What follows belongs to an exercise in optimizing a design on an open flow for small area and few clock cycles per item; a production flow would make more cautious choices. Function was checked by simulation only, so behaviour that the tests miss may differ from the original. Power and IR drop assume default switching activity.

$ cat flow/design.v
package bpq_pkg;
  localparam int DEPTH_DEF      = 16;
  localparam int DATA_WIDTH_DEF = 32;
  localparam int PRIO_WIDTH_DEF = 8;
  localparam int CAP_WIDTH   = 5;
  localparam int OCC_WIDTH   = 5;
  localparam int STAT_WIDTH  = 2;
  localparam int APB_AW      = 3;
  localparam int APB_DW      = 32;
  localparam logic [CAP_WIDTH-1:0] CAP_RESET = 5'd16;
  localparam logic [STAT_WIDTH-1:0] STATUS_OK        = 2'd0;
  localparam logic [STAT_WIDTH-1:0] STATUS_OVERFLOW  = 2'd1;
  localparam logic [STAT_WIDTH-1:0] STATUS_UNDERFLOW = 2'd2;
  localparam logic MODE_ENQ = 1'b0;
  localparam logic MODE_DEQ = 1'b1;
  localparam logic REG_CAPACITY = 1'b0;
  typedef struct packed {
    logic ins;
    logic del;
  } bpq_op_t;
endpackage
module bpq_regs (
  input  logic                          clk,
  input  logic                          rst,
  input  logic                          psel,
  input  logic                          penable,
  input  logic                          pwrite,
  input  logic [bpq_pkg::APB_AW-1:0]    paddr,
  input  logic [bpq_pkg::APB_DW-1:0]    pwdata,
  output logic [bpq_pkg::APB_DW-1:0]    prdata,
  output logic                          pready,
  output logic [bpq_pkg::CAP_WIDTH-1:0] capacity
);
  logic reg_sel;
  logic wr_beat;
  assign reg_sel = paddr[2];
  assign pready  = 1'b1;
  assign wr_beat = psel && penable && pwrite && pready;
  always_ff @(posedge clk) begin
    if (rst) begin
      capacity <= bpq_pkg::CAP_RESET;
    end else if (wr_beat && (reg_sel == bpq_pkg::REG_CAPACITY)) begin
      capacity <= pwdata[bpq_pkg::CAP_WIDTH-1:0];
    end
  end
  always_comb begin
    prdata = '0;
    if (reg_sel == bpq_pkg::REG_CAPACITY) begin
      prdata = {{(bpq_pkg::APB_DW-bpq_pkg::CAP_WIDTH){1'b0}}, capacity};
    end
  end
endmodule
module bpq_sel (
  input  logic stay,
  input  logic prev_stay,
  output logic keep,
  output logic take_prev,
  output logic take_new
);
  assign keep      = prev_stay && stay;
  assign take_prev = !prev_stay;
  assign take_new  = prev_stay && !stay;
endmodule
module bpq_cell #(
  parameter int DW = 16,
  parameter int PW = 4
) (
  input  logic          clk,
  input  logic          keep,
  input  logic          take_prev,
  input  logic          take_new,
  input  logic [DW-1:0] new_data,
  input  logic [DW-1:0] prev_data,
  output logic [DW-1:0] data,
  input  logic [PW-1:0] new_prio,
  input  logic [PW-1:0] prev_prio,
  output logic [PW-1:0] prio
);
  always_ff @(posedge clk) begin
    data <= ~(({DW{keep}}      & data)
            | ({DW{take_prev}} & prev_data)
            | ({DW{take_new}}  & new_data));
    prio <= ({PW{keep}}      & prio)
          | ({PW{take_prev}} & prev_prio)
          | ({PW{take_new}}  & new_prio);
  end
endmodule
module bpq_cell0 #(
  parameter int DW = 16,
  parameter int PW = 4
) (
  input  logic          clk,
  input  logic          keep,
  input  logic          take_new,
  input  logic [DW-1:0] new_data,
  output logic [DW-1:0] data,
  input  logic [PW-1:0] new_prio,
  output logic [PW-1:0] prio
);
  always_ff @(posedge clk) begin
    data <= ~(({DW{keep}}     & data)
            | ({DW{take_new}} & new_data));
    prio <= ({PW{keep}}     & prio)
          | ({PW{take_new}} & new_prio);
  end
endmodule
module bounded_priority_queue #(
  parameter int DEPTH      = bpq_pkg::DEPTH_DEF,
  parameter int DATA_WIDTH = bpq_pkg::DATA_WIDTH_DEF,
  parameter int PRIO_WIDTH = bpq_pkg::PRIO_WIDTH_DEF
) (
  input  logic                           clk,
  input  logic                           rst,
  input  logic                           start,
  output logic                           busy,
  input  logic                           mode,
  input  logic signed [DATA_WIDTH-1:0]   data_in,
  input  logic [PRIO_WIDTH-1:0]          priority_in,
  output logic                           done,
  output logic [bpq_pkg::STAT_WIDTH-1:0] status,
  output logic signed [DATA_WIDTH-1:0]   data_out,
  output logic [PRIO_WIDTH-1:0]          priority_out,
  output logic [bpq_pkg::OCC_WIDTH-1:0]  occupancy,
  input  logic                           psel,
  input  logic                           penable,
  input  logic                           pwrite,
  input  logic [bpq_pkg::APB_AW-1:0]     paddr,
  input  logic [bpq_pkg::APB_DW-1:0]     pwdata,
  output logic [bpq_pkg::APB_DW-1:0]     prdata,
  output logic                           pready
);
  localparam int CNT_WIDTH = $clog2(DEPTH + 1);
  logic [bpq_pkg::CAP_WIDTH-1:0] capacity;
  logic [CNT_WIDTH-1:0]  count;
  logic                  full;
  logic                  empty;
  logic                  do_ins;
  logic                  do_del;
  logic                  res_flip;
  logic                  phase;      
  logic [DATA_WIDTH-1:0] new_data;
  logic [DATA_WIDTH-1:0] rd_data;
  logic [DEPTH-1:0]      valid;
  logic [DEPTH-1:0]      stay;
  logic [DEPTH-1:0]      rd_hot;
  logic [DATA_WIDTH-1:0] slot_data [DEPTH];
  logic [PRIO_WIDTH-1:0] slot_prio [DEPTH];
  assign busy = 1'b0;
  bpq_regs u_regs (
    .clk      (clk),
    .rst      (rst),
    .psel     (psel),
    .penable  (penable),
    .pwrite   (pwrite),
    .paddr    (paddr),
    .pwdata   (pwdata),
    .prdata   (prdata),
    .pready   (pready),
    .capacity (capacity)
  );
  assign full   = (count >= CNT_WIDTH'(DEPTH)) || ({1'b0, count} >= {1'b0, capacity});
  assign empty  = (count == '0);
  assign do_ins = start && (mode == bpq_pkg::MODE_ENQ) && !full;
  assign do_del = start && (mode == bpq_pkg::MODE_DEQ) && !empty;
  function automatic logic prio_lt(input logic [PRIO_WIDTH-1:0] a, input logic [PRIO_WIDTH-1:0] b);
    logic lt;
    lt = 1'b0;
    for (int k = 0; k < PRIO_WIDTH; k++) begin
      lt = (~a[k] & b[k]) | ((~a[k] | b[k]) & lt);
    end
    prio_lt = lt;
  endfunction
  always_comb begin
    for (int i = 0; i < DEPTH; i++) begin
      valid[i] = (count > CNT_WIDTH'(i));
      stay[i]  = !do_ins || (valid[i] && prio_lt(slot_prio[i], priority_in));
    end
  end
  genvar g;
  generate
    for (g = 0; g < DEPTH; g++) begin : g_slot
      for (genvar h = 0; h < 2; h++) begin : g_part
        localparam int DL = h * (DATA_WIDTH / 2);
        localparam int DW = (h == 0) ? DATA_WIDTH / 2 : DATA_WIDTH - DATA_WIDTH / 2;
        localparam int PL = h * (PRIO_WIDTH / 2);
        localparam int PW = (h == 0) ? PRIO_WIDTH / 2 : PRIO_WIDTH - PRIO_WIDTH / 2;
        logic keep;
        logic take_prev;
        logic take_new;
        bpq_sel u_sel (
          .stay      (stay[g]),
          .prev_stay ((g == 0) ? 1'b1 : stay[(g+DEPTH-1)%DEPTH]),
          .keep      (keep),
          .take_prev (take_prev),
          .take_new  (take_new)
        );
        if (g == 0) begin : g_bottom
          bpq_cell0 #(
            .DW (DW),
            .PW (PW)
          ) u_cell (
            .clk       (clk),
            .keep      (keep),
            .take_new  (take_new),
            .new_data  (new_data[DL +: DW]),
            .data      (slot_data[g][DL +: DW]),
            .new_prio  (priority_in[PL +: PW]),
            .prio      (slot_prio[g][PL +: PW])
          );
        end else begin : g_body
          bpq_cell #(
            .DW (DW),
            .PW (PW)
          ) u_cell (
            .clk       (clk),
            .keep      (keep),
            .take_prev (take_prev),
            .take_new  (take_new),
            .new_data  (new_data[DL +: DW]),
            .prev_data (slot_data[g-1][DL +: DW]),
            .data      (slot_data[g][DL +: DW]),
            .new_prio  (priority_in[PL +: PW]),
            .prev_prio (slot_prio[g-1][PL +: PW]),
            .prio      (slot_prio[g][PL +: PW])
          );
        end
      end
    end
  endgenerate
  assign new_data = data_in ^ {DATA_WIDTH{phase}};
  always_ff @(posedge clk) begin
    if (rst) begin
      phase <= 1'b0;
    end else begin
      phase <= !phase;
    end
  end
  always_ff @(posedge clk) begin
    if (rst) begin
      count <= '0;
      done  <= 1'b0;
    end else begin
      done <= start;
      if (do_ins) begin
        count <= count + 1'b1;
      end else if (do_del) begin
        count <= count - 1'b1;
      end
    end
  end
  always_ff @(posedge clk) begin
    if (start && mode == bpq_pkg::MODE_ENQ && full) begin
      status <= bpq_pkg::STATUS_OVERFLOW;
    end else if (start && mode == bpq_pkg::MODE_DEQ && empty) begin
      status <= bpq_pkg::STATUS_UNDERFLOW;
    end else begin
      status <= bpq_pkg::STATUS_OK;
    end
  end
  always_ff @(posedge clk) begin
    for (int i = 0; i < DEPTH; i++) begin
      rd_hot[i] <= do_del && (count == CNT_WIDTH'(i + 1));
    end
    res_flip <= do_del && !phase;
  end
  assign occupancy = bpq_pkg::OCC_WIDTH'(count);
  always_comb begin
    rd_data      = '0;
    priority_out = '0;
    for (int i = 0; i < DEPTH; i++) begin
      rd_data      = rd_data      | ({DATA_WIDTH{rd_hot[i]}} & slot_data[i]);
      priority_out = priority_out | ({PRIO_WIDTH{rd_hot[i]}} & slot_prio[i]);
    end
    data_out = rd_data ^ {DATA_WIDTH{res_flip}};
  end
endmodule
$ cat flow/flow/run.sh
#!/bin/bash
# Own layout flow: the standard ORFS flow (standard.sh) with changes that
# only affect how much buffering the layout gets:
#  - clock tree synthesis without dummy loads, with clkbuf_8 buffers driving
#    clusters of up to 16 registers,
#  - port buffers of the smallest buffer cell,
#  - one tie cell per constant value instead of one per constant output,
#  - the repair steps may not use the three largest plain buffers (buf_8,
#    buf_12, buf_16), so high-fanout nets get trees of smaller buffers.
# make's output goes to standard_flow.log in the work folder; ORFS's own
# per-step logs stay under orfs/logs.
set -euo pipefail
cat >> config.mk <<'EOC'
export CTS_ARGS = -sink_clustering_enable -repair_clock_nets -dont_use_dummy_load -buf_list sky130_fd_sc_hd__clkbuf_8 -sink_clustering_size 16 -sink_clustering_max_diameter 60
export BUFFER_PORTS_ARGS = -buffer_cell sky130_fd_sc_hd__buf_1
export SKIP_REPAIR_TIE_FANOUT = 1
export DONT_USE_CELLS = sky130_fd_sc_hd__buf_8 sky130_fd_sc_hd__buf_12 sky130_fd_sc_hd__buf_16
EOC
bash standard.sh > standard_flow.log 2>&1
$ cat flow/standard.sh
#!/bin/bash
# synth_recipe.tcl (not shown) runs the flow's synth.tcl, then flattens the netlist and writes it again
# the make line also repeats each setting of config.mk as NAME=value (left out here)
make -C /OpenROAD-flow-scripts/flow DESIGN_CONFIG=/design/flow/config.mk WORK_HOME=/design/flow/orfs CLKGATE_MAP_FILE= SYNTH_SCRIPT=/design/flow/synth_recipe.tcl "${@:-finish}"
$ cat flow/config.mk
export PLATFORM = sky130hd
export DESIGN_NAME = bounded_priority_queue
export DESIGN_NICKNAME = bounded_priority_queue
export VERILOG_FILES = /design/flow/design.v
export SDC_FILE = /design/flow/constraint.sdc
export NUM_CORES = 4
export LEC_CHECK = 0
export CAP_MARGIN = 10
export CELL_PAD_IN_SITES_DETAIL_PLACEMENT = 1
export CORE_MARGIN = 2
export CORE_UTILIZATION = 30
export PLACE_DENSITY = 0.45
export SLEW_MARGIN = 10
export SYNTH_HIERARCHICAL = 1
export CTS_ARGS = -sink_clustering_enable -repair_clock_nets -dont_use_dummy_load -buf_list sky130_fd_sc_hd__clkbuf_8 -sink_clustering_size 16 -sink_clustering_max_diameter 60
export BUFFER_PORTS_ARGS = -buffer_cell sky130_fd_sc_hd__buf_1
export SKIP_REPAIR_TIE_FANOUT = 1
export DONT_USE_CELLS = sky130_fd_sc_hd__buf_8 sky130_fd_sc_hd__buf_12 sky130_fd_sc_hd__buf_16
$ cat flow/constraint.sdc
create_clock -name core_clock -period 4.0 [get_ports {clk}]
set_input_delay 0.8000 -clock core_clock [delete_from_list [all_inputs] [get_ports {clk}]]
set_output_delay 0.8000 -clock core_clock [all_outputs]
set_load 0.01 [all_outputs]
==> impl_results.md <==
- Avg Vias per Cell: 6.853
- Post-synth net total: 2798
- FF+latch area: 0.01346 mm2
- Most frequent cells in the layout: 653 x dfxtp_1, 600 x a222oi_1, 355 x buf_2
- Clock Pin Slew Worst Setup and Hold Paths: 0.10 ns
- Hold/Removal Path Class: primary input to register
- Global-route usage over all layers: 0.2772
- Die Wd: 315.5 um
- Final setup fails: 0
- Crit path DAT: 3.10 ns
- Placed cell area: 0.03099 mm2
- Total die area: 0.09953 mm2
- Cell Area, Synth: 0.02911 mm2
- Most common cell after layout, fill and taps aside: dfxtp_1
- Crit path time final: 3.903 ns
- Clk root buf: clkbuf_8
- CP required: 3.20 ns
- Wirelength per Cell: 34.28 um
- Area of the multi-input gates: 0.01312 mm2
- DRC violations left: 0
- RSZ-0062 raised after global routing: no
- Worst-path fanout max: 21
- LEAKAGE: 0.01276 uW
- Rows: 114
- Ratio of cells with drive above 1 in the final layout: 0.1804
- Final number of hold-violating endpoints: 0
- Total CTS buffers: 58
- Synthesis Warnings: 12
- Largest net degree at the start of global routing: 28
- Post-route ant nets: 0
- P&R area growth vs syn: 9.401%
- Worst slew pin tran: 1.271 ns
- Hold slack: 0.3457 ns
- Vias post-DR: 28671
- Final wirelength: 143400 um
- Synthesized instance count: 2706
- VDD IR max: 0.4601 mV
- Initial antenna violation count: 3
- Initial DRC count: 5885
- First-pass GRT wire length: 205000 um
- Final Max Tran Viols: 0
- Finished Cell Area: 0.03184 mm2
- CP Class: register to output port
- Crit end category: output port
- CTS tree: yes
- Dpl hpwl: 103600 um
- # IOs: 164
- H-tree levels: 2
- Clock sink total: 671
- Skew final: 0.1168 ns
- Vias in the first global route: 29083
- Pwr/cell area: 1112 mW/mm2
- Worst-Skew Late Latency: 0.76 ns
- Max Fclk: 256.2 MHz
- Filler Cells Inserted: 10887
- TritonRoute pass-1 iters: 13
- IO Port Bufs: 105
- Clock Path Buffers: 3
- Worst slew margin: 0.1501
- Core box area: 0.09642 mm2
- Routability cong.: 0.9504
- Worst Setup Start Kind: register
- Fin util: 0.3302
- GRT Residual Overflow: 0
- Nets@finish: 2999
- Starting density of the core: 0.3019
- Avg Cell Area, Syn: 10.76 um2
- Fin crit share: 0.9759
- Max-cap violations: 0
- Placed cells: 4123
- Status: timing/DRC/antenna clean
- Die height: 315.5 um
- Final Non-Filler Cells: 4184
-- through the flow --
stage | TNS (ns) | power [uW] | setup slack [ns]
floorplan | 0 | 24370 | 0.5975
global placement | -9.227 | 30630 | -0.2111
detailed placement | -8.972 | 31300 | -0.2173
CTS | 0 | 34900 | 0.05830
global route | 0 | 37040 | 0.07599
finish | 0 | 35410 | 0.09660
-- where the power goes --
group          switching (uW)  internal [uW]
clock                    2330           1290
sequential               4070          10500
combinational           10400           6840
-- critical path, stage by stage, from the launching register on --
cell and delay (ns):
dfxtp_2 1.13, buf_2 0.40, a22o_1 0.17, a221oi_1 0.05
nand4_1 0.28, xor2_1 0.19, buf_1 0.17
-- routing by layer --
layer | global-route usage | share of wire
met1 | 0.3469 | 0.39
met2 | 0.4549 | 0.46
met3 | 0.04854 | 0.092
met4 | 0.1479 | 0.056
met5 | 0 | 0.000091
-- state kept, by name, summed over array words and instances, names as in the netlist --
signal,cells
rd_hot,16
g_slot.g_part.g_bottom.u_cell.data,32
count,5
phase,1
done,1
g_slot.g_part.g_body.u_cell.data,480
g_slot.g_part.g_bottom.u_cell.prio,8
status,2
res_flip,1
g_slot.g_part.g_body.u_cell.prio,120
u_regs.capacity,5
-- worst paths after layout --
check,start,to,slack [ns],cells after the start
worst min register to register,g_slot[2].g_part[1].g_body.u_cell.data[4]$_DFF_P_,g_slot[3].g_part[1].g_body.u_cell.data[4]$_DFF_P_,0.42,1
worst min-delay path,pwdata[1],u_regs.capacity[1]$_SDFFE_PP0P_,0.35,3
worst max register to register,count[0]$_SDFFE_PP0P_,g_slot[2].g_part[1].g_body.u_cell.prio[0]$_DFF_P_,0.35,13
worst max-delay path,rd_hot[13]$_DFF_P_,data_out[22],0.1,6
-- layout make-up --
type | instances | share of cell area
Timing Repair Buffer | 460 | 0.06821
Tap cell | 1276 | 0.05014
Sequential cell | 671 | 0.4227
Inverter | 183 | 0.02157
Multi-Input combinational cell | 1533 | 0.4121
Clock buffer | 58 | 0.02507
Antenna cell | 3 | 0.0002358
-- what timing repair did --
action                     in CTS  in global routing
setup buffers                   0                  0
setup endpoints to repair       0                  1
resized for setup               0                  1
hold buffers                    0                  0
Testbench counts, summed over its fixed seeds: cycles 12,008, commands 12,000.

==> afterwards: timing with drivers on the ports <==
No port has a modelled driver above. Below, the same layout with a new extraction and two added sets of constraints.
Step 1 sets driving cells, clkbuf_16 on the clock port and buf_2 on the other inputs (assumed; they add their load-dependent delay and slew).
Step 2 times the ports against the registers' clock, not the clock port: input delays grow and output delays shrink by t, the midpoint of the rising clock arrivals with the driver on.
a / b / c = ideal ports / drivers / drivers and shift; a / b = the first two.
t (ns): 0.773
setup WS [ns]: 0.097 / 0.030 / -0.306
hold WS [ns]: 0.346 / 0.302 / 0.420
worst setup path at the end: input to register
Met with ideal ports but missed after step 2: setup timing in this run. For this run, drivers alone change the setup slack by -0.067 ns; drivers and shift together by -0.403 ns.
